This design comes from an exercise in tuning for small area, a short achievable clock period and few clock cycles per item on the open sky130 flow, not from production work. In this exercise RTL edits were held to simulation tests only and were not proved equivalent to the original. Power is estimated from default activity; no workload was simulated.

==> design/flow/design.v <==
`timescale 1ns / 1ps
`default_nettype none
package mps_pkg;
  localparam int SAMPLE_BITS = 16;
  localparam int POOLED_W    = SAMPLE_BITS - 1;
  localparam int COL_W       = 8;
  localparam int CHAN_W      = 10;
  localparam int IN_DATA_W   = 16;
  localparam int OUT_DATA_W  = 48;
  localparam int CFG_IDX_W   = 2;
  localparam int CFG_DATA_W  = 11;
  localparam int MEM_DEPTH   = 128;
  localparam int MEM_AW      = 7;
endpackage
`default_nettype wire
`timescale 1ns / 1ps
`default_nettype none
import mps_pkg::*;
module max_pool_stream (
  input  wire logic                           clk,
  input  wire logic                           rst_n,
  input  wire logic                           in_tvalid,
  output logic                                in_tready,
  input  wire logic [mps_pkg::IN_DATA_W-1:0]  in_tdata,
  output logic                                out_tvalid,
  input  wire logic                           out_tready,
  output logic [mps_pkg::OUT_DATA_W-1:0]      out_tdata,
  output logic                                out_tlast,
  input  wire logic                           cfg_wr_en,
  input  wire logic [mps_pkg::CFG_IDX_W-1:0]  cfg_index,
  input  wire logic [mps_pkg::CFG_DATA_W-1:0] cfg_wr_data
);
  logic [2:0] pm1;
  logic [7:0] wm1, hm1;
  logic [9:0] cm1;
  logic       restart;    
  always_ff @(posedge clk) begin
    if (!rst_n) begin
      pm1 <= 3'd1;
      wm1 <= 8'd27;
      hm1 <= 8'd27;
      cm1 <= 10'd0;
    end else if (cfg_wr_en) begin
      case (cfg_index)
        2'd0: pm1 <= (cfg_wr_data[3:0] == 4'd0) ? 3'd0 :
                     (cfg_wr_data[3] ? 3'd7 : cfg_wr_data[2:0] - 3'd1);
        2'd1: wm1 <= (cfg_wr_data[8:0] == 9'd0) ? 8'd0 :
                     (cfg_wr_data[8] ? 8'd255 : cfg_wr_data[7:0] - 8'd1);
        2'd2: hm1 <= (cfg_wr_data[8:0] == 9'd0) ? 8'd0 :
                     (cfg_wr_data[8] ? 8'd255 : cfg_wr_data[7:0] - 8'd1);
        default: cm1 <= (cfg_wr_data[10:0] == 11'd0) ? 10'd0 :
                        (cfg_wr_data[10] ? 10'd1023 : cfg_wr_data[9:0] - 10'd1);
      endcase
    end
  end
  always_ff @(posedge clk) begin
    restart <= !rst_n || cfg_wr_en;
  end
  logic one_win;
  always_ff @(posedge clk) begin
    one_win <= wm1 <= {4'd0, pm1, 1'b0};
  end
  logic                skid_v, s1_v, out_v;
  logic [POOLED_W-1:0] skid_s, s1_s;
  logic                s1_emit, s1_go, s1_free, s1_load, in_fire, adv;
  logic [2:0] cw, rw;           
  logic [7:0] colrem, rowrem;   
  logic [7:0] oc, orow;
  logic [9:0] ch;
  logic       col_ok, row_ok;   
  logic [MEM_AW-1:0] ra;        
  logic cw_end, rw_end, row_end, chan_end, in_win, last_ch;
  always_comb begin
    cw_end   = cw == pm1;
    rw_end   = rw == pm1;
    row_end  = colrem == 8'd0;
    chan_end = rowrem == 8'd0;
    last_ch  = ch == cm1;
    in_win   = col_ok && row_ok;
    s1_emit  = s1_v && in_win && cw_end && rw_end;
    s1_go    = s1_v && (!s1_emit || !out_v || out_tready);
    s1_free  = !s1_v || s1_go;
    in_tready = !skid_v;
    in_fire  = in_tvalid && !skid_v;
    s1_load  = s1_free && (skid_v || in_fire);
    adv      = s1_go;
  end
  always_ff @(posedge clk) begin
    if (!rst_n) begin
      skid_v <= 1'b0;
      s1_v   <= 1'b0;
    end else begin
      skid_v <= skid_v ? !s1_free : (in_fire && !s1_free);
      s1_v   <= s1_load || (s1_v && !s1_go);
    end
  end
  always_ff @(posedge clk) begin
    if (in_fire && !s1_free)
      skid_s <= in_tdata[15] ? '0 : in_tdata[14:0];
    if (s1_load)
      s1_s <= skid_v ? skid_s : (in_tdata[15] ? '0 : in_tdata[14:0]);
  end
  always_ff @(posedge clk) begin
    if (restart) begin
      cw     <= 3'd0;
      rw     <= 3'd0;
      colrem <= wm1;
      rowrem <= hm1;
      oc     <= 8'd0;
      orow   <= 8'd0;
      ch     <= 10'd0;
      col_ok <= wm1 >= {5'd0, pm1};
      row_ok <= hm1 >= {5'd0, pm1};
      ra     <= '0;
    end else if (adv) begin
      if (cw == 3'd0)
        ra <= (colrem > {4'd0, pm1, 1'b0}) ? oc[MEM_AW-1:0] + 1'b1 : '0;
      if (row_end) begin
        ra     <= '0;
        cw     <= 3'd0;
        colrem <= wm1;
        oc     <= 8'd0;
        col_ok <= wm1 >= {5'd0, pm1};
        if (chan_end) begin
          rw     <= 3'd0;
          rowrem <= hm1;
          orow   <= 8'd0;
          row_ok <= hm1 >= {5'd0, pm1};
          ch     <= last_ch ? 10'd0 : ch + 10'd1;
        end else begin
          rowrem <= rowrem - 8'd1;
          if (rw_end) begin
            rw     <= 3'd0;
            orow   <= orow + 8'd1;
            row_ok <= rowrem > {5'd0, pm1};
          end else begin
            rw <= rw + 3'd1;
          end
        end
      end else begin
        colrem <= colrem - 8'd1;
        if (cw_end) begin
          cw     <= 3'd0;
          oc     <= oc + 8'd1;
          col_ok <= colrem > {5'd0, pm1};
        end else begin
          cw <= cw + 3'd1;
        end
      end
    end
  end
  logic [POOLED_W-1:0] mem [MEM_DEPTH];
  logic [POOLED_W-1:0] rd_r, acc, base, acc_nxt;
  logic                wr_v;
  logic [MEM_AW-1:0]   wr_a;
  always_comb begin
    if (cw != 3'd0) base = acc;
    else if (rw == 3'd0) base = '0;
    else if (one_win) base = acc;
    else base = rd_r;
    acc_nxt = (s1_s > base) ? s1_s : base;
  end
  always_ff @(posedge clk) begin
    rd_r <= mem[ra];
    if (wr_v) mem[wr_a] <= acc;
    if (s1_v && in_win) acc <= acc_nxt;
    wr_a <= oc[MEM_AW-1:0];
  end
  always_ff @(posedge clk) begin
    if (!rst_n) wr_v <= 1'b0;
    else wr_v <= s1_v && in_win && cw_end && !rw_end && !one_win;
  end
  logic [POOLED_W-1:0] out_p;
  logic [7:0]          out_c, out_r;
  logic [9:0]          out_ch;
  logic                out_l;
  always_ff @(posedge clk) begin
    if (!rst_n) out_v <= 1'b0;
    else if (s1_emit && (!out_v || out_tready)) out_v <= 1'b1;
    else if (out_tready) out_v <= 1'b0;
  end
  always_ff @(posedge clk) begin
    if (s1_emit && (!out_v || out_tready)) begin
      out_p  <= acc_nxt;
      out_c  <= oc;
      out_r  <= orow;
      out_ch <= ch;
      out_l  <= last_ch && (colrem <= {5'd0, pm1}) && (rowrem <= {5'd0, pm1});
    end
  end
  assign out_tvalid = out_v;
  assign out_tdata  = {7'd0, out_ch, out_r, out_c, out_p};
  assign out_tlast  = out_l;
endmodule
`default_nettype wire
==> design/flow/run.sh <==
#!/bin/bash
# synth_recipe.tcl (not shown) runs the flow's synth.tcl, then flattens the netlist and writes it again
# the make line also repeats each setting of config.mk as NAME=value (left out here)
make -C /OpenROAD-flow-scripts/flow DESIGN_CONFIG=/design/flow/config.mk WORK_HOME=/design/flow/orfs CLKGATE_MAP_FILE= SYNTH_SCRIPT=/design/flow/synth_recipe.tcl finish
==> design/flow/config.mk <==
export PLATFORM = sky130hd
export DESIGN_NAME = max_pool_stream
export DESIGN_NICKNAME = max_pool_stream
export VERILOG_FILES = /design/flow/design.v
export SDC_FILE = /design/flow/constraint.sdc
export NUM_CORES = 4
export LEC_CHECK = 0
export CAP_MARGIN = 20
export CORE_MARGIN = 2
export CORE_UTILIZATION = 40
export SLEW_MARGIN = 20
==> design/flow/constraint.sdc <==
create_clock -name core_clock -period 5.5 [get_ports {clk}]
set_input_delay 1.1000 -clock core_clock [delete_from_list [all_inputs] [get_ports {clk}]]
set_output_delay 1.1000 -clock core_clock [all_outputs]
set_load 0.01 [all_outputs]
==> flow_metrics.py <==
metrics = {
    "clock_tree": {
        "cts_buffer_depth": 3,
        "clk_latency_ns": 0.85,
        "clkTransAtPathRegs_ns": 0.07,
        "cts_tree": "yes",
        "cts-resized-gates": 0,
        "cts_hold_buf": 0,
        "root_buffer": "clkbuf_16",
        "htree_num_levels": 4,
        "post-cts-setup-buffers": 0,
        "cts_buffers": 208,
        "cts_sinks": 2121,
    },
    "timing": {
        "period_minus_slack_ns": 4.044,
        "hold_viol_final": 0,
        "slew_headroom_pct": 21.02,
        "tns_ns": 0,
        "hold_slack_ns": 0.4507,
        "slew_violations": 0,
        "tightest_slew_ns": 1.176,
        "post-route-period-util_pct": 73.52,
        "setup_viol": 0,
        "rsz0062_at_grt": "no",
        "fmax_mhz": 247.3,
        "setup_ws_ns": 1.456,
        "clock_skew_ns": 0.02962,
    },
    "floorplanning": {
        "die_y_um": 461.8,
        "die_w_um": 461.8,
        "rows": 168,
        "pin_count": 85,
        "dieArea_mm2": 0.2133,
        "core_mm2": 0.2089,
        "initial_core_util_pct": 40.13,
    },
    "place": {
        "place_congestion": 0.8293,
        "hpwl_um": 122300,
        "dp_cells": 7882,
        "io_buffers": 77,
        "dp_slack_ns": 1.266,
    },
    "setup_path": {
        "rrSetupSlack_ns": 1.46,
        "ff2ff_path_depth": 14,
        "r2r_end": "out_p[3]$_DFFE_PP_",
        "cp-end-kind": "flip-flop",
        "worst-path-max-fanout": 19,
        "crit_required_ns": 6.16,
        "path_class": "flip-flop to flip-flop",
        "timing.rr.start": "cw[0]$_SDFFE_PP0P_",
        "cp_data_arrival_time_ns": 4.70,
        "startpoint_type": "flip-flop",
    },
    "grt": {
        "grt_max_degree": 130,
        "grt_usage_pct": 19.26,
        "antenna_found_initial": 8,
        "grt_pass1_wl_um": 303200,
        "overflow": 0,
        "first_global_vias": 44200,
    },
    "route": {
        "first_pass_iters": 6,
        "ant_nets": 0,
        "wl_per_cell_um": 25.15,
        "drt_wl_total_um": 207900,
        "drc": 0,
        "via_count": 44970,
        "drt-initial-drc-count": 4196,
        "viasPerCell": 5.440,
    },
    "finish": {
        "drive_gt1_share_pct": 14.40,
        "fin_cells": 8265,
        "multiInputGateArea_mm2": 0.01995,
        "regArea_mm2": 0.06273,
        "final_common_cell": "edfxtp_1",
        "fillers": 17950,
        "layout_common_cells": "edfxtp_1 (2,025), mux2i_1 (675), mux2_2 (256)",
        "area_delta_synth_final_pct": 13.46,
        "fin_nets": 5364,
    },
    "synth": {
        "ys.warnings.count": 1,
        "synth-seq-cells": 2121,
        "synth_async_sr_flop_share_pct": 0,
        "syn_inst": 5069,
        "yosys-top-cells-area": "edfxtp_1 (73%), mux2i_1 (8.1%), mux2_2 (3.4%)",
        "synth_flop_cell": "edfxtp_1",
        "avgSynthCellArea_um2": 16.54,
        "synth_top_area_share_pct": 72.52,
        "netlist_area_mm2": 0.08385,
        "yosysTopAreaCell": "edfxtp_1",
        "ys_seq_area_share_pct": 74.82,
        "synth_edf_count": 2025,
        "synth_cell_type_count": 73,
    },
    "min_path": {
        "hold_path.startpoint": "orow[7]$_SDFFE_PP0P_",
        "hold_depth": 0,
        "hp-class": "flip-flop to flip-flop",
        "whs_endpoint": "out_r[7]$_DFFE_PP_",
    },
    "power": {
        "p_per_area_mw_per_mm2": 332.2,
        "irDropWorstVdd_uv": 347.5,
        "p_total_w": 0.03161,
        "leakagePower_nw": 28.97,
    },
    "job": {
        "maxCapViolCount": 0,
    },
    "outcome": {
        "status": "no timing/DRC/antenna violations",
    },
}
[cell families (layout without fill, tap and decap cells)]
family / count (synthesis) / in the layout / synth area share [%]
xor+xnor: 55 / 55 / 0.5745
mux: 931 / 931 / 11.50
buf+inv: 314 / 696 / 1.727
flops: 2121 / 2121 / 74.82
compound gates: 711 / 711 / 5.605
fa+ha+maj: 43 / 43 / 0.6387
simple gates: 893 / 893 / 5.138
other cells: 1 / 10 / 0.004473
[cell type report]
type	instances	share of cell area, %
sequential	2121	65.95
timing repair buffer	272	2.581
inverter	45	0.1776
clock buffer	275	5.812
multi-input combinational	2640	20.97
antenna	3	0.007892
tap	2805	3.689
clock inverter	104	0.8207
[layer usage]
metal  GRT usage, %  routed length (um)  vias up
met4          5.038                4704        4
li1               -                   -    20250
met2          32.04              102400     1275
met3          3.302               12510      262
met5              0                  15        -
met1          26.18               88220    23170
[flip-flops by register name, indices dropped and copies added, names as in the netlist, 3 cells and up]
signal / count
hm1: 8
wr_a: 7
skid_s: 15
rw: 3
oc: 8
mem: 1920
s1_s: 15
cm1: 10
out_r: 8
acc: 15
orow: 8
pm1: 3
colrem: 8
rd_r: 15
wm1: 8
out_ch: 10
out_p: 15
out_c: 8
ra: 7
rowrem: 8
ch: 10
cw: 3
[how the worst max path moves through the flow]
| stage | from | to | cells past startpoint |
|---|---|---|---|
| floorplan | acc[6]$_DFFE_PP_ | acc[0]$_DFFE_PP_ | 9 |
| global placement | cw[0]$_SDFFE_PP0P_ | acc[1]$_DFFE_PP_ | 15 |
| detailed placement | cw[0]$_SDFFE_PP0P_ | out_p[3]$_DFFE_PP_ | 14 |
| CTS | cw[0]$_SDFFE_PP0P_ | out_p[3]$_DFFE_PP_ | 14 |
| global route | cw[0]$_SDFFE_PP0P_ | out_p[3]$_DFFE_PP_ | 14 |
| finish | cw[0]$_SDFFE_PP0P_ | out_p[3]$_DFFE_PP_ | 14 |
[report_power, final]
group / total [W] / switching [W] / internal (W)
sequential: 0.0178 / 0.0000421 / 0.0177
combinational: 0.000559 / 0.000428 / 0.000132
clock: 0.0133 / 0.00598 / 0.00731
[worst max-delay path, cell delays in order, from the launching register on]
cell,delay (ns)
dfxtp_1,0.33
inv_1,0.10
ha_1,0.15
nand2b_1,0.05
buf_4,0.20
nor2_2,0.56
mux2_2,0.28
o21ai_0,0.14
ha_1,0.34
nand4_1,0.14
nor3_1,0.46
o2111ai_1,0.23
a22oi_2,0.26
buf_4,0.31
mux2i_1,0.29
[cell usage after synthesis, types with 25 or more instances]
library cell  instances
nor2b_1              95
dfxtp_1              96
a21oi_1             183
edfxtp_1           2025
nor2_1              244
o22ai_1             116
xor2_1               30
clkbuf_1             99
nand3_1             138
a211oi_1             69
buf_2               143
mux2i_1             675
o21ai_0              41
mux2_2              256
a22oi_1             234
inv_1                44
nand2_1             206
xnor2_1              25
nor3_1               85
ha_1                 42
[per-stage QoR]
step                utilization [%]  area [um2]
floorplan                         -       83870
global placement              42.48       88770
detailed placement            42.50       88800
CTS                           45.52       95110
global route                  45.53       95130
finish                        45.53       95130
Testbench counts, summed over its fixed seeds: cycles 177,372, samples 176,956.

[re-timing with driven ports]
How much do the figures lean on ideal ports? The routed layout below was timed once more, with nothing changed but the port constraints.
Step 1 assumes that a clkbuf_16 drives the clock port and a buf_2 every other input.
Step 2, shift: input delay + t, output delay - t, t = (earliest + latest rising clock arrival at the registers) / 2. This alone moves slack from input paths to output paths.
a / b / c = no drivers / after step 1 / after step 2; a / b = the first two.
shift t [ns]: 0.925
setup WS [ns]: 1.456 / 1.456 / 1.456
worst setup path at the end: register to register
worst data-port slew with drivers (ns): 0.04
After both steps setup and hold are still met in this run. The setup slack of this run moves by 0.000 ns with the drivers and by 0.000 ns with both steps.
